Background: an optimization exercise with open tools, aiming at small area and a short achievable clock period. Do not read the settings as production practice.
Only simulation tests tie the RTL to the original design; equivalence was not proved.
Power and IR drop assume default switching activity.

==> flow/design.v <==
`default_nettype none
package gomoku_pkg;
    localparam int BOARD_N = 16;
    localparam int WIN_LEN = 5;       
    typedef logic [3:0] coord_t;      
    typedef logic [3:0] key_code_t;   
    localparam key_code_t KEY_UP    = 4'd6;   
    localparam key_code_t KEY_DOWN  = 4'd4;   
    localparam key_code_t KEY_LEFT  = 4'd2;   
    localparam key_code_t KEY_RIGHT = 4'd8;   
    localparam key_code_t KEY_PLACE = 4'd5;   
endpackage
`default_nettype wire
`timescale 1ns/1ns
`default_nettype none
import gomoku_pkg::*;
module key_event_filter (
    input  wire                   clk,
    input  wire                   rst,
    input  wire                   raw_valid,   
    input  gomoku_pkg::key_code_t raw_code,
    output logic                  k_place,     
    output logic                  k_vert,      
    output logic                  k_horz,      
    output logic                  k_inc        
);
    logic [2:0] idle_cnt;
    logic       press;
    assign press = raw_valid && idle_cnt[2] && idle_cnt[1];
    always_ff @(posedge clk or negedge rst) begin
        if (!rst) begin
            idle_cnt <= 3'd7;
            k_place  <= 1'b0;
            k_vert   <= 1'b0;
            k_horz   <= 1'b0;
        end else begin
            if (raw_valid)            idle_cnt <= 3'd0;
            else if (idle_cnt != 3'd7) idle_cnt <= idle_cnt + 3'd1;
            k_place <= press && (raw_code == KEY_PLACE);
            k_vert  <= press && (raw_code == KEY_UP   || raw_code == KEY_DOWN);
            k_horz  <= press && (raw_code == KEY_LEFT || raw_code == KEY_RIGHT);
        end
    end
    always_ff @(posedge clk) begin
        k_inc <= (raw_code == KEY_DOWN) || (raw_code == KEY_RIGHT);
    end
endmodule
`default_nettype wire
`timescale 1ns/1ns
`default_nettype none
import gomoku_pkg::*;
module game_ctrl (
    input  wire                clk,
    input  wire                rst,
    input  wire                k_place,
    input  wire                k_vert,
    input  wire                k_horz,
    input  wire                k_inc,
    input  wire                btn,           
    input  wire                occ_cur,       
    input  wire                win,           
    output logic               place_en,      
    output logic               fill,          
    output logic               pl,            
    output gomoku_pkg::coord_t cursor_row,
    output gomoku_pkg::coord_t cursor_col,
    output logic [1:0]         current_player,
    output logic [1:0]         place_result,
    output logic               game_over,
    output logic [1:0]         winner
);
    logic btn_prev;    
    logic judge;       
    logic play;
    logic confirm;
    logic step;
    assign play    = !place_en && !judge && !game_over;
    assign confirm = (btn_prev && !btn) || k_place;
    assign step    = play && !confirm;
    assign pl      = current_player[1];
    assign fill    = current_player[1] ^ place_en;
    always_ff @(posedge clk or negedge rst) begin
        if (!rst) begin
            btn_prev       <= 1'b1;
            place_en       <= 1'b0;
            judge          <= 1'b0;
            cursor_row     <= '0;
            cursor_col     <= '0;
            current_player <= 2'b01;
            place_result   <= 2'b00;
            game_over      <= 1'b0;
            winner         <= 2'b00;
        end else begin
            btn_prev <= btn;
            place_en <= play && confirm && !occ_cur;
            judge    <= place_en;
            if (play && confirm)
                place_result <= occ_cur ? 2'b10 : 2'b01;
            else if (step && (k_vert || k_horz))
                place_result <= 2'b00;
            if (step && k_vert) begin
                if (k_inc) begin
                    if (cursor_row != 4'd15) cursor_row <= cursor_row + 4'd1;
                end else begin
                    if (cursor_row != 4'd0)  cursor_row <= cursor_row - 4'd1;
                end
            end
            if (step && k_horz) begin
                if (k_inc) begin
                    if (cursor_col != 4'd15) cursor_col <= cursor_col + 4'd1;
                end else begin
                    if (cursor_col != 4'd0)  cursor_col <= cursor_col - 4'd1;
                end
            end
            if (judge) begin
                if (win) begin
                    game_over <= 1'b1;
                    winner    <= current_player;
                end else begin
                    current_player <= {current_player[0], current_player[1]};
                end
            end
        end
    end
endmodule
`default_nettype wire
`timescale 1ns/1ns
`default_nettype none
import gomoku_pkg::*;
module board_mem (
    input  wire                clk,
    input  wire                rst,
    input  wire                we,          
    input  gomoku_pkg::coord_t row,
    input  gomoku_pkg::coord_t col,
    input  wire                fill,        
    output logic               occ_cur,     
    output logic [255:0]       color        
);
    logic [255:0] empty;      
    logic         pend;       
    logic [15:0]  rsel;
    logic [15:0]  csel;
    always_ff @(posedge clk or negedge rst) begin
        if (!rst) pend <= 1'b1;
        else      pend <= 1'b0;
    end
    always_comb begin
        for (int i = 0; i < 16; i++) begin
            rsel[i] = we && (row == 4'(i));
            csel[i] = (col == 4'(i));
        end
    end
    for (genvar i = 0; i < 256; i++) begin : g_cell
        logic empty_n;
        assign empty_n = (empty[i] || pend) && !(rsel[i / 16] && csel[i % 16]);
        always_ff @(posedge clk) begin
            empty[i] <= empty_n;
            if (empty_n) color[i] <= fill;
        end
    end
    logic [15:0] erow;
    logic        empty_cur;
    always_comb begin
        for (int r = 0; r < 16; r++) begin
            erow[r] = 1'b0;
            for (int c = 0; c < 16; c++)
                erow[r] = erow[r] | ((col == 4'(c)) & empty[{4'(r), 4'(c)}]);
        end
        empty_cur = 1'b0;
        for (int r = 0; r < 16; r++)
            empty_cur = empty_cur | ((row == 4'(r)) & erow[r]);
    end
    assign occ_cur = !(empty_cur || pend);
endmodule
`default_nettype wire
`timescale 1ns/1ns
`default_nettype none
import gomoku_pkg::*;
module five_row_checker (
    input  wire                clk,
    input  wire  [255:0]       color,
    input  gomoku_pkg::coord_t row,
    input  gomoku_pkg::coord_t col,
    input  wire                pl,         
    output logic               win
);
    logic [3:0]  kd;      
    logic [3:0]  ka;      
    logic [15:0] sr, sc, sd, sa;
    assign kd = col - row;
    assign ka = col + row;
    always_ff @(posedge clk) begin
        for (int i = 0; i < 16; i++) begin
            sr[i] <= (row == 4'(i));
            sc[i] <= (col == 4'(i));
            sd[i] <= (kd  == 4'(i));
            sa[i] <= (ka  == 4'(i));
        end
    end
    logic [15:0] vh, vv, vd, va;
    logic [11:0] md, ma;  
    always_comb begin
        for (int i = 0; i < 16; i++) begin
            logic eh, ev, ed, ea;
            eh = 1'b0;
            ev = 1'b0;
            ed = 1'b0;
            ea = 1'b0;
            for (int k = 0; k < 16; k++) begin
                eh = eh | (sr[k] & color[{4'(k), 4'(i)}]);
                ev = ev | (sc[k] & color[{4'(i), 4'(k)}]);
                ed = ed | (sd[k] & color[{4'(i), 4'(k + i)}]);
                ea = ea | (sa[k] & color[{4'(i), 4'(k - i)}]);
            end
            vh[i] = eh ~^ pl;
            vv[i] = ev ~^ pl;
            vd[i] = ed ~^ pl;
            va[i] = ea ~^ pl;
        end
        for (int s = 0; s < 12; s++) begin
            md[s] = 1'b0;
            ma[s] = 1'b0;
            for (int k = 12 - s; k <= 15 - s; k++)
                if (k != 0) md[s] = md[s] | sd[k];
            for (int k = s; k <= s + 3; k++)
                if (k != 15) ma[s] = ma[s] | sa[k];
        end
    end
    logic fh, fv, fd, fa;
    always_comb begin
        fh = 1'b0;
        fv = 1'b0;
        fd = 1'b0;
        fa = 1'b0;
        for (int s = 0; s < 12; s++) begin
            fh = fh | (&vh[s +: 5]);
            fv = fv | (&vv[s +: 5]);
            fd = fd | (&vd[s +: 5] & !md[s]);
            fa = fa | (&va[s +: 5] & !ma[s]);
        end
    end
    assign win = fh || fv || fd || fa;
endmodule
`default_nettype wire
`timescale 1ns/1ns
`default_nettype none
import gomoku_pkg::*;
module gomoku_core (
    input  wire                   clk,
    input  wire                   rst,
    input  wire                   raw_valid,
    input  gomoku_pkg::key_code_t raw_code,
    input  wire                   btn,
    output gomoku_pkg::coord_t    cursor_row,
    output gomoku_pkg::coord_t    cursor_col,
    output logic [1:0]            current_player,
    output logic [1:0]            place_result,
    output logic                  game_over,
    output logic [1:0]            winner
);
    logic         k_place, k_vert, k_horz, k_inc;
    logic         place_en, fill, pl, occ_cur, win;
    logic [255:0] color;
    key_event_filter u_key_filter (
        .clk       (clk),
        .rst       (rst),
        .raw_valid (raw_valid),
        .raw_code  (raw_code),
        .k_place   (k_place),
        .k_vert    (k_vert),
        .k_horz    (k_horz),
        .k_inc     (k_inc)
    );
    game_ctrl u_game_ctrl (
        .clk            (clk),
        .rst            (rst),
        .k_place        (k_place),
        .k_vert         (k_vert),
        .k_horz         (k_horz),
        .k_inc          (k_inc),
        .btn            (btn),
        .occ_cur        (occ_cur),
        .win            (win),
        .place_en       (place_en),
        .fill           (fill),
        .pl             (pl),
        .cursor_row     (cursor_row),
        .cursor_col     (cursor_col),
        .current_player (current_player),
        .place_result   (place_result),
        .game_over      (game_over),
        .winner         (winner)
    );
    board_mem u_board_mem (
        .clk     (clk),
        .rst     (rst),
        .we      (place_en),
        .row     (cursor_row),
        .col     (cursor_col),
        .fill    (fill),
        .occ_cur (occ_cur),
        .color   (color)
    );
    five_row_checker u_checker (
        .clk   (clk),
        .color (color),
        .row   (cursor_row),
        .col   (cursor_col),
        .pl    (pl),
        .win   (win)
    );
endmodule
`default_nettype wire
clock: 12.0 ns
lec_check: 0
cap_margin: 20
core_margin: 2
core_utilization: 40
slew_margin: 50
run.sh (not shown) runs the stock make flow with config.mk's settings and CLKGATE_MAP_FILE= SYNTH_SCRIPT=/design/flow/synth_recipe.tcl, a recipe that flattens the netlist after the stock synthesis.
Then changed:
--- a/flow/design.v
+++ b/flow/design.v
@@ -134,47 +134,43 @@
     input  gomoku_pkg::coord_t row,
     input  gomoku_pkg::coord_t col,
     input  wire                fill,        
     output logic               occ_cur,     
     output logic [255:0]       color        
 );
-    logic [255:0] empty;      
-    logic         pend;       
+    logic [255:0] occ;
     logic [15:0]  rsel;
     logic [15:0]  csel;
-    always_ff @(posedge clk or negedge rst) begin
-        if (!rst) pend <= 1'b1;
-        else      pend <= 1'b0;
-    end
     always_comb begin
         for (int i = 0; i < 16; i++) begin
             rsel[i] = we && (row == 4'(i));
             csel[i] = (col == 4'(i));
         end
     end
     for (genvar i = 0; i < 256; i++) begin : g_cell
-        logic empty_n;
-        assign empty_n = (empty[i] || pend) && !(rsel[i / 16] && csel[i % 16]);
+        logic occ_n;
+        assign occ_n = occ[i] || (rsel[i / 16] && csel[i % 16]);
+        always_ff @(posedge clk or negedge rst) begin
+            if (!rst) occ[i] <= 1'b0;
+            else      occ[i] <= occ_n;
+        end
         always_ff @(posedge clk) begin
-            empty[i] <= empty_n;
-            if (empty_n) color[i] <= fill;
+            if (!occ_n) color[i] <= fill;
         end
     end
-    logic [15:0] erow;
-    logic        empty_cur;
+    logic [15:0] orow;
     always_comb begin
         for (int r = 0; r < 16; r++) begin
-            erow[r] = 1'b0;
+            orow[r] = 1'b0;
             for (int c = 0; c < 16; c++)
-                erow[r] = erow[r] | ((col == 4'(c)) & empty[{4'(r), 4'(c)}]);
+                orow[r] = orow[r] | ((col == 4'(c)) & occ[{4'(r), 4'(c)}]);
         end
-        empty_cur = 1'b0;
+        occ_cur = 1'b0;
         for (int r = 0; r < 16; r++)
-            empty_cur = empty_cur | ((row == 4'(r)) & erow[r]);
+            occ_cur = occ_cur | ((row == 4'(r)) & orow[r]);
     end
-    assign occ_cur = !(empty_cur || pend);
 endmodule
 `default_nettype wire
 `timescale 1ns/1ns
 `default_nettype none
 import gomoku_pkg::*;
 module five_row_checker (
@@ -184,21 +180,23 @@
     input  gomoku_pkg::coord_t col,
     input  wire                pl,         
     output logic               win
 );
     logic [3:0]  kd;      
     logic [3:0]  ka;      
-    logic [15:0] sr, sc, sd, sa;
-    assign kd = col - row;
-    assign ka = col + row;
     always_ff @(posedge clk) begin
+        kd <= col - row;
+        ka <= col + row;
+    end
+    logic [15:0] sr, sc, sd, sa;
+    always_comb begin
         for (int i = 0; i < 16; i++) begin
-            sr[i] <= (row == 4'(i));
-            sc[i] <= (col == 4'(i));
-            sd[i] <= (kd  == 4'(i));
-            sa[i] <= (ka  == 4'(i));
+            sr[i] = (row == 4'(i));
+            sc[i] = (col == 4'(i));
+            sd[i] = (kd  == 4'(i));
+            sa[i] = (ka  == 4'(i));
         end
     end
     logic [15:0] vh, vv, vd, va;
     logic [11:0] md, ma;  
     always_comb begin
         for (int i = 0; i < 16; i++) begin
@@ -216,18 +214,14 @@
             vh[i] = eh ~^ pl;
             vv[i] = ev ~^ pl;
             vd[i] = ed ~^ pl;
             va[i] = ea ~^ pl;
         end
         for (int s = 0; s < 12; s++) begin
-            md[s] = 1'b0;
-            ma[s] = 1'b0;
-            for (int k = 12 - s; k <= 15 - s; k++)
-                if (k != 0) md[s] = md[s] | sd[k];
-            for (int k = s; k <= s + 3; k++)
-                if (k != 15) ma[s] = ma[s] | sa[k];
+            md[s] = (kd != 4'd0) && (5'(16 - kd) >= 5'(s + 1)) && (5'(16 - kd) <= 5'(s + 4));
+            ma[s] = (ka != 4'd15) && (ka >= 4'(s)) && (ka <= 4'(s + 3));
         end
     end
     logic fh, fv, fd, fa;
     always_comb begin
         fh = 1'b0;
         fv = 1'b0;
The new run ran to the end with no violations.
Hold slack is worse by 6.3 ps.
Cell area rose by 10%.
Utilization barely changes.
Die area rose by 10%.
Count of clock-buffer cells in the layout decreases by 2.
Register-to-register slack degrades by 1100 ps.
Sequential power goes down by 11%.

static timing again, ports no longer ideal:
In the flow no input, the clock included, has a driving cell. The finished layouts below were timed again as built, in two steps. Step 1 (the two cells are an assumption about what drives the block):
set clk [get_ports {clk}]
set_driving_cell -lib_cell sky130_fd_sc_hd__clkbuf_16 $clk
set_driving_cell -lib_cell sky130_fd_sc_hd__buf_2 [delete_from_list [all_inputs] $clk]
Step 2 moves the port delays by t, midway between the first and last clock arrival at a register: inputs arrive t later, outputs are due t later. That takes back most of the time a late clock gives input paths. a / b / c = ideal ports / drivers / drivers and shift; a / b = the first two.
run | shift t [ns] | slack for setup (ns) | worst setup path at the end
the first run | 0.714 | 7.162 / 7.162 / 7.162 | register to register
the second run | 0.707 | 6.088 / 6.088 / 6.088 | register to register
After both steps every run listed still meets setup and hold.
